From an optimization exercise on the open Yosys and OpenROAD flow, aimed at a short achievable clock period and few clock cycles per item; shortcuts taken in it are not production practice.
Only simulation tests tie the RTL to the original design; equivalence was not proved.

==> inputs of v10 <==
// alu_arbiter
module alu_arbiter
#(
    parameter int MUL_LAT = 4
) (
    input  logic        clk_i,
    input  logic        rst_i,
    input  logic        req0_valid_i,
    output logic        req0_ready_o,
    input  logic [31:0] req0_data1_i,
    input  logic [31:0] req0_data2_i,
    input  logic [2:0]  req0_ctrl_i,
    input  logic        req1_valid_i,
    output logic        req1_ready_o,
    input  logic [31:0] req1_data1_i,
    input  logic [31:0] req1_data2_i,
    input  logic [2:0]  req1_ctrl_i,
    output logic        resp_valid_o,
    input  logic        resp_ready_i,
    output logic        resp_id_o,
    output logic [31:0] resp_data_o,
    output logic        resp_zero_o
);
Settings: LEC_CHECK=0, ABC_AREA=0, ABC_CLOCK_PERIOD_IN_PS=3500, CAP_MARGIN=20, CORE_MARGIN=2, CORE_UTILIZATION=40, SETUP_SLACK_MARGIN=5, SLEW_MARGIN=20; clock period 9.0 ns.
run.sh (not shown) runs the stock make flow with config.mk's settings and CLKGATE_MAP_FILE= SYNTH_SCRIPT=/design/flow/synth_recipe.tcl, a recipe that flattens the netlist after the stock synthesis.
==> v37: changes against v10 <==
==> flow/design.v (replaced) <==
package alu_pkg;
    localparam logic [2:0] ALU_AND = 3'b000;
    localparam logic [2:0] ALU_OR  = 3'b001;
    localparam logic [2:0] ALU_ADD = 3'b010;
    localparam logic [2:0] ALU_SUB = 3'b110;
    localparam logic [2:0] ALU_MUL = 3'b111;
    function automatic logic is_zero32(input logic [31:0] value);
        is_zero32 = (value == 32'd0);
    endfunction
endpackage
module alu_arbiter_alu
(
    input  logic        clk_i,
    input  logic [31:0] data1_i,
    input  logic [31:0] data2_i,
    input  logic [2:0]  ALUCtrl_i,
    output logic [31:0] data_o,
    output logic        Zero_o
);
    logic [31:0] pp [32];
    logic [31:0] l1 [22];
    logic [31:0] l2 [15];
    logic [31:0] l3 [10];
    logic [31:0] l4 [7];
    always_comb begin
        for (int i = 0; i < 32; i++)
            pp[i] = (data1_i << i) & {32{data2_i[i]}};
        for (int k = 0; k < 10; k++) begin
            l1[2*k]   = pp[3*k] ^ pp[3*k+1] ^ pp[3*k+2];
            l1[2*k+1] = ((pp[3*k] & pp[3*k+1]) | (pp[3*k] & pp[3*k+2]) | (pp[3*k+1] & pp[3*k+2])) << 1;
        end
        l1[20] = pp[30];
        l1[21] = pp[31];
        for (int k = 0; k < 7; k++) begin
            l2[2*k]   = l1[3*k] ^ l1[3*k+1] ^ l1[3*k+2];
            l2[2*k+1] = ((l1[3*k] & l1[3*k+1]) | (l1[3*k] & l1[3*k+2]) | (l1[3*k+1] & l1[3*k+2])) << 1;
        end
        l2[14] = l1[21];
        for (int k = 0; k < 5; k++) begin
            l3[2*k]   = l2[3*k] ^ l2[3*k+1] ^ l2[3*k+2];
            l3[2*k+1] = ((l2[3*k] & l2[3*k+1]) | (l2[3*k] & l2[3*k+2]) | (l2[3*k+1] & l2[3*k+2])) << 1;
        end
        for (int k = 0; k < 3; k++) begin
            l4[2*k]   = l3[3*k] ^ l3[3*k+1] ^ l3[3*k+2];
            l4[2*k+1] = ((l3[3*k] & l3[3*k+1]) | (l3[3*k] & l3[3*k+2]) | (l3[3*k+1] & l3[3*k+2])) << 1;
        end
        l4[6] = l3[9];
    end
    logic [31:0] s1_row [7];
    logic [31:0] s1_a, s1_b;
    logic [2:0]  s1_ctrl;
    always_ff @(posedge clk_i) begin
        for (int i = 0; i < 7; i++) s1_row[i] <= l4[i];
        s1_a    <= data1_i;
        s1_b    <= data2_i;
        s1_ctrl <= ALUCtrl_i;
    end
    logic [31:0] l5 [5];
    logic [31:0] l6 [4];
    logic [31:0] l7 [3];
    logic [31:0] l8 [2];
    logic [31:0] x_d, y_d;
    logic        cin_d;
    always_comb begin
        for (int k = 0; k < 2; k++) begin
            l5[2*k]   = s1_row[3*k] ^ s1_row[3*k+1] ^ s1_row[3*k+2];
            l5[2*k+1] = ((s1_row[3*k] & s1_row[3*k+1]) | (s1_row[3*k] & s1_row[3*k+2]) | (s1_row[3*k+1] & s1_row[3*k+2])) << 1;
        end
        l5[4] = s1_row[6];
        l6[0] = l5[0] ^ l5[1] ^ l5[2];
        l6[1] = ((l5[0] & l5[1]) | (l5[0] & l5[2]) | (l5[1] & l5[2])) << 1;
        l6[2] = l5[3];
        l6[3] = l5[4];
        l7[0] = l6[0] ^ l6[1] ^ l6[2];
        l7[1] = ((l6[0] & l6[1]) | (l6[0] & l6[2]) | (l6[1] & l6[2])) << 1;
        l7[2] = l6[3];
        l8[0] = l7[0] ^ l7[1] ^ l7[2];
        l8[1] = ((l7[0] & l7[1]) | (l7[0] & l7[2]) | (l7[1] & l7[2])) << 1;
        cin_d = 1'b0;
        case (s1_ctrl)
            alu_pkg::ALU_AND: begin x_d = s1_a & s1_b; y_d = 32'd0; end
            alu_pkg::ALU_OR:  begin x_d = s1_a | s1_b; y_d = 32'd0; end
            alu_pkg::ALU_ADD: begin x_d = s1_a;        y_d = s1_b;  end
            alu_pkg::ALU_SUB: begin x_d = s1_a;        y_d = ~s1_b; cin_d = 1'b1; end
            alu_pkg::ALU_MUL: begin x_d = l8[0];       y_d = l8[1]; end
            default:          begin x_d = 32'd0;       y_d = 32'd0; end
        endcase
    end
    logic [31:0] s2_x, s2_y;
    logic        s2_cin;
    always_ff @(posedge clk_i) begin
        s2_x   <= x_d;
        s2_y   <= y_d;
        s2_cin <= cin_d;
    end
    logic [32:0] sum_s;
    assign sum_s  = {s2_x, s2_cin} + {s2_y, s2_cin};
    assign data_o = sum_s[32:1];
    assign Zero_o = alu_pkg::is_zero32(data_o);
endmodule
module alu_arbiter
#(
    parameter int MUL_LAT = 4
) (
    input  logic        clk_i,
    input  logic        rst_i,
    input  logic        req0_valid_i,
    output logic        req0_ready_o,
    input  logic [31:0] req0_data1_i,
    input  logic [31:0] req0_data2_i,
    input  logic [2:0]  req0_ctrl_i,
    input  logic        req1_valid_i,
    output logic        req1_ready_o,
    input  logic [31:0] req1_data1_i,
    input  logic [31:0] req1_data2_i,
    input  logic [2:0]  req1_ctrl_i,
    output logic        resp_valid_o,
    input  logic        resp_ready_i,
    output logic        resp_id_o,
    output logic [31:0] resp_data_o,
    output logic        resp_zero_o
);
    localparam int DEPTH = 8;    
    logic        last_grant_q;    
    logic        can_q;           
    logic [3:0]  out_cnt_q;       
    logic        gnt0_s, gnt1_s, acc_s, hand_s;
    assign req0_ready_o = can_q & (last_grant_q | ~req1_valid_i);
    assign req1_ready_o = can_q & (~last_grant_q | ~req0_valid_i);
    assign gnt0_s = req0_valid_i & req0_ready_o;
    assign gnt1_s = req1_valid_i & req1_ready_o;
    assign acc_s  = gnt0_s | gnt1_s;
    logic [3:0] out_cnt_d;
    always_comb begin
        out_cnt_d = out_cnt_q + {3'd0, acc_s} - {3'd0, hand_s};
    end
    always_ff @(posedge clk_i or posedge rst_i) begin
        if (rst_i) begin
            last_grant_q <= 1'b1;
            out_cnt_q    <= 4'd0;
            can_q        <= 1'b1;
        end else begin
            if (acc_s) last_grant_q <= gnt1_s;
            out_cnt_q <= out_cnt_d;
            can_q     <= (out_cnt_d < 4'(DEPTH));
        end
    end
    logic [31:0] s0_a, s0_b;
    logic [2:0]  s0_ctrl;
    logic        s0_id, s1_id, s2_id;
    logic        s0_v, s1_v, s2_v;
    logic        sel1_s;
    assign sel1_s = req1_valid_i & (~last_grant_q | ~req0_valid_i);
    always_ff @(posedge clk_i) begin
        s0_a    <= sel1_s ? req1_data1_i : req0_data1_i;
        s0_b    <= sel1_s ? req1_data2_i : req0_data2_i;
        s0_ctrl <= sel1_s ? req1_ctrl_i  : req0_ctrl_i;
        s0_id   <= sel1_s;
        s1_id   <= s0_id;
        s2_id   <= s1_id;
    end
    always_ff @(posedge clk_i or posedge rst_i) begin
        if (rst_i) begin
            s0_v <= 1'b0;
            s1_v <= 1'b0;
            s2_v <= 1'b0;
        end else begin
            s0_v <= acc_s;
            s1_v <= s0_v;
            s2_v <= s1_v;
        end
    end
    logic [31:0] alu_data_s;
    logic        alu_zero_s;
    alu_arbiter_alu u_alu (
        .clk_i     (clk_i),
        .data1_i   (s0_a),
        .data2_i   (s0_b),
        .ALUCtrl_i (s0_ctrl),
        .data_o    (alu_data_s),
        .Zero_o    (alu_zero_s)
    );
    logic        resp_valid_q;
    logic        resp_id_q;
    logic [31:0] resp_data_q;
    logic        resp_zero_q;
    logic [33:0] fifo_q [DEPTH];
    logic [2:0]  rd_ptr_q, wr_ptr_q;
    logic [3:0]  fifo_cnt_q;
    logic        out_free_s, fifo_empty_s, bypass_s, push_s, pop_s;
    logic [33:0] in_word_s, head_word_s;
    assign hand_s       = resp_valid_q & resp_ready_i;
    assign out_free_s   = ~resp_valid_q | resp_ready_i;
    assign fifo_empty_s = (fifo_cnt_q == 4'd0);
    assign bypass_s     = out_free_s & fifo_empty_s;
    assign push_s       = s2_v & ~bypass_s;
    assign pop_s        = out_free_s & ~fifo_empty_s;
    assign in_word_s    = {s2_id, alu_zero_s, alu_data_s};
    assign head_word_s  = fifo_q[rd_ptr_q];
    always_ff @(posedge clk_i) begin
        if (push_s) fifo_q[wr_ptr_q] <= in_word_s;
        if (pop_s) begin
            resp_id_q   <= head_word_s[33];
            resp_zero_q <= head_word_s[32];
            resp_data_q <= head_word_s[31:0];
        end else if (bypass_s) begin
            resp_id_q   <= in_word_s[33];
            resp_zero_q <= in_word_s[32];
            resp_data_q <= in_word_s[31:0];
        end
    end
    always_ff @(posedge clk_i or posedge rst_i) begin
        if (rst_i) begin
            resp_valid_q <= 1'b0;
            rd_ptr_q     <= 3'd0;
            wr_ptr_q     <= 3'd0;
            fifo_cnt_q   <= 4'd0;
        end else begin
            if (out_free_s) resp_valid_q <= ~fifo_empty_s | s2_v;
            if (push_s) wr_ptr_q <= wr_ptr_q + 3'd1;
            if (pop_s)  rd_ptr_q <= rd_ptr_q + 3'd1;
            fifo_cnt_q <= fifo_cnt_q + {3'd0, push_s} - {3'd0, pop_s};
        end
    end
    assign resp_valid_o = resp_valid_q;
    assign resp_id_o    = resp_id_q;
    assign resp_data_o  = resp_data_q;
    assign resp_zero_o  = resp_zero_q;
endmodule
ABC_AREA = unset   (was 0)
ABC_CLOCK_PERIOD_IN_PS = unset   (was 3500)
SETUP_SLACK_MARGIN = unset   (was 5)
==> v18: changes against v10 <==
==> flow/flow/run.sh (new file) <==
#!/bin/bash
set -euo pipefail
sed -e 's/SETUP_SLACK_MARGIN=[0-9.]*/SETUP_SLACK_MARGIN=5.4/' standard.sh > my_standard.sh
bash my_standard.sh > standard.log 2>&1
==> flow/standard.sh (new file) <==
#!/bin/bash
# synth_recipe.tcl (not shown) runs the flow's synth.tcl, then flattens the netlist and writes it again
# the make line also repeats each setting of config.mk as NAME=value (left out here)
make -C /OpenROAD-flow-scripts/flow DESIGN_CONFIG=/design/flow/config.mk WORK_HOME=/design/flow/orfs CLKGATE_MAP_FILE= SYNTH_SCRIPT=/design/flow/synth_recipe.tcl "${@:-finish}"
removed: flow/run.sh
==> summary of the runs <==
- Sequential share of layout area, highest first: v37, v10, v18.
- Between v10 and v18, the lower clock-buffer cell count is in v10 (gap 9).
- v37 finished clean. v10 finished with timing, DRC and antenna clean. v18 produced a clean layout.
- Non-clock buffer count: v37 < v18 < v10.
==> figures <==
metric	v37	v10	v18
Result of the run	finished clean	finished clean	finished clean
Sort of element at the start of the critical path	input port	flop	flop
Reg2Reg Launch Point	u_alu.s2_y[9]	s0_a[13]	s0_a[13]
Final Net Count	4,047	3,982	3,944
DRT iter0 DRCs	1,566	1,809	1,666
Area share of and/or/nand/nor cells after synthesis	0.109	0.112	0.112
Synthesis-to-finish area growth	15.1%	22.4%	22.5%
Fraction of area in clock buffers and inverters	0.0591	0.0430	0.0432
Data-path buffer share of cell area in the final layout	0.0483	0.0991	0.0893
First-pass GRT wire length	145 mm	147 mm	148 mm
Testbench counts of v10, summed over its fixed seeds: cycles 2,584, items 2,560.
Testbench counts of v37, summed over its fixed seeds: cycles 2,592, items 2,560.
Testbench counts of v18, summed over its fixed seeds: cycles 2,584, items 2,560.

-- separate check: timing with driven ports --
The results above use ideal ports. As a check the final layouts listed here were re-extracted and re-timed, cells and wires unchanged. Step 1 (the two cells are an assumption about what drives the block):
set clk [get_ports {clk_i}]
set_driving_cell -lib_cell sky130_fd_sc_hd__clkbuf_16 $clk
set_driving_cell -lib_cell sky130_fd_sc_hd__buf_2 [delete_from_list [all_inputs] $clk]
Step 2 adds t to the input delays and takes it off the output delays; t is the mean of the earliest and latest rising clock arrival at the registers after step 1. Input paths then give back, and output paths get back, about the clock's delay inside the block. Slacks: ideal ports / drivers / drivers and shift; pairs: ideal ports / drivers.
run | t (ns) | setup slack, ns | hold WS [ns] | clock arrival spread, ns
v10 | 0.681 | 4.371 / 4.371 / 4.371 | 0.330 / 0.330 / 0.330 | 0.020 / 0.020
v37 | 0.703 | 4.159 / 4.139 / 4.139 | 0.325 / 0.325 / 0.325 | 0.047 / 0.047
v18 | 0.674 | 4.451 / 4.451 / 4.451 | 0.330 / 0.330 / 0.330 | 0.044 / 0.044
After both steps every run listed still meets setup and hold. For v37, which loses most, drivers alone change the setup slack by -0.020 ns; drivers and shift together by -0.020 ns.
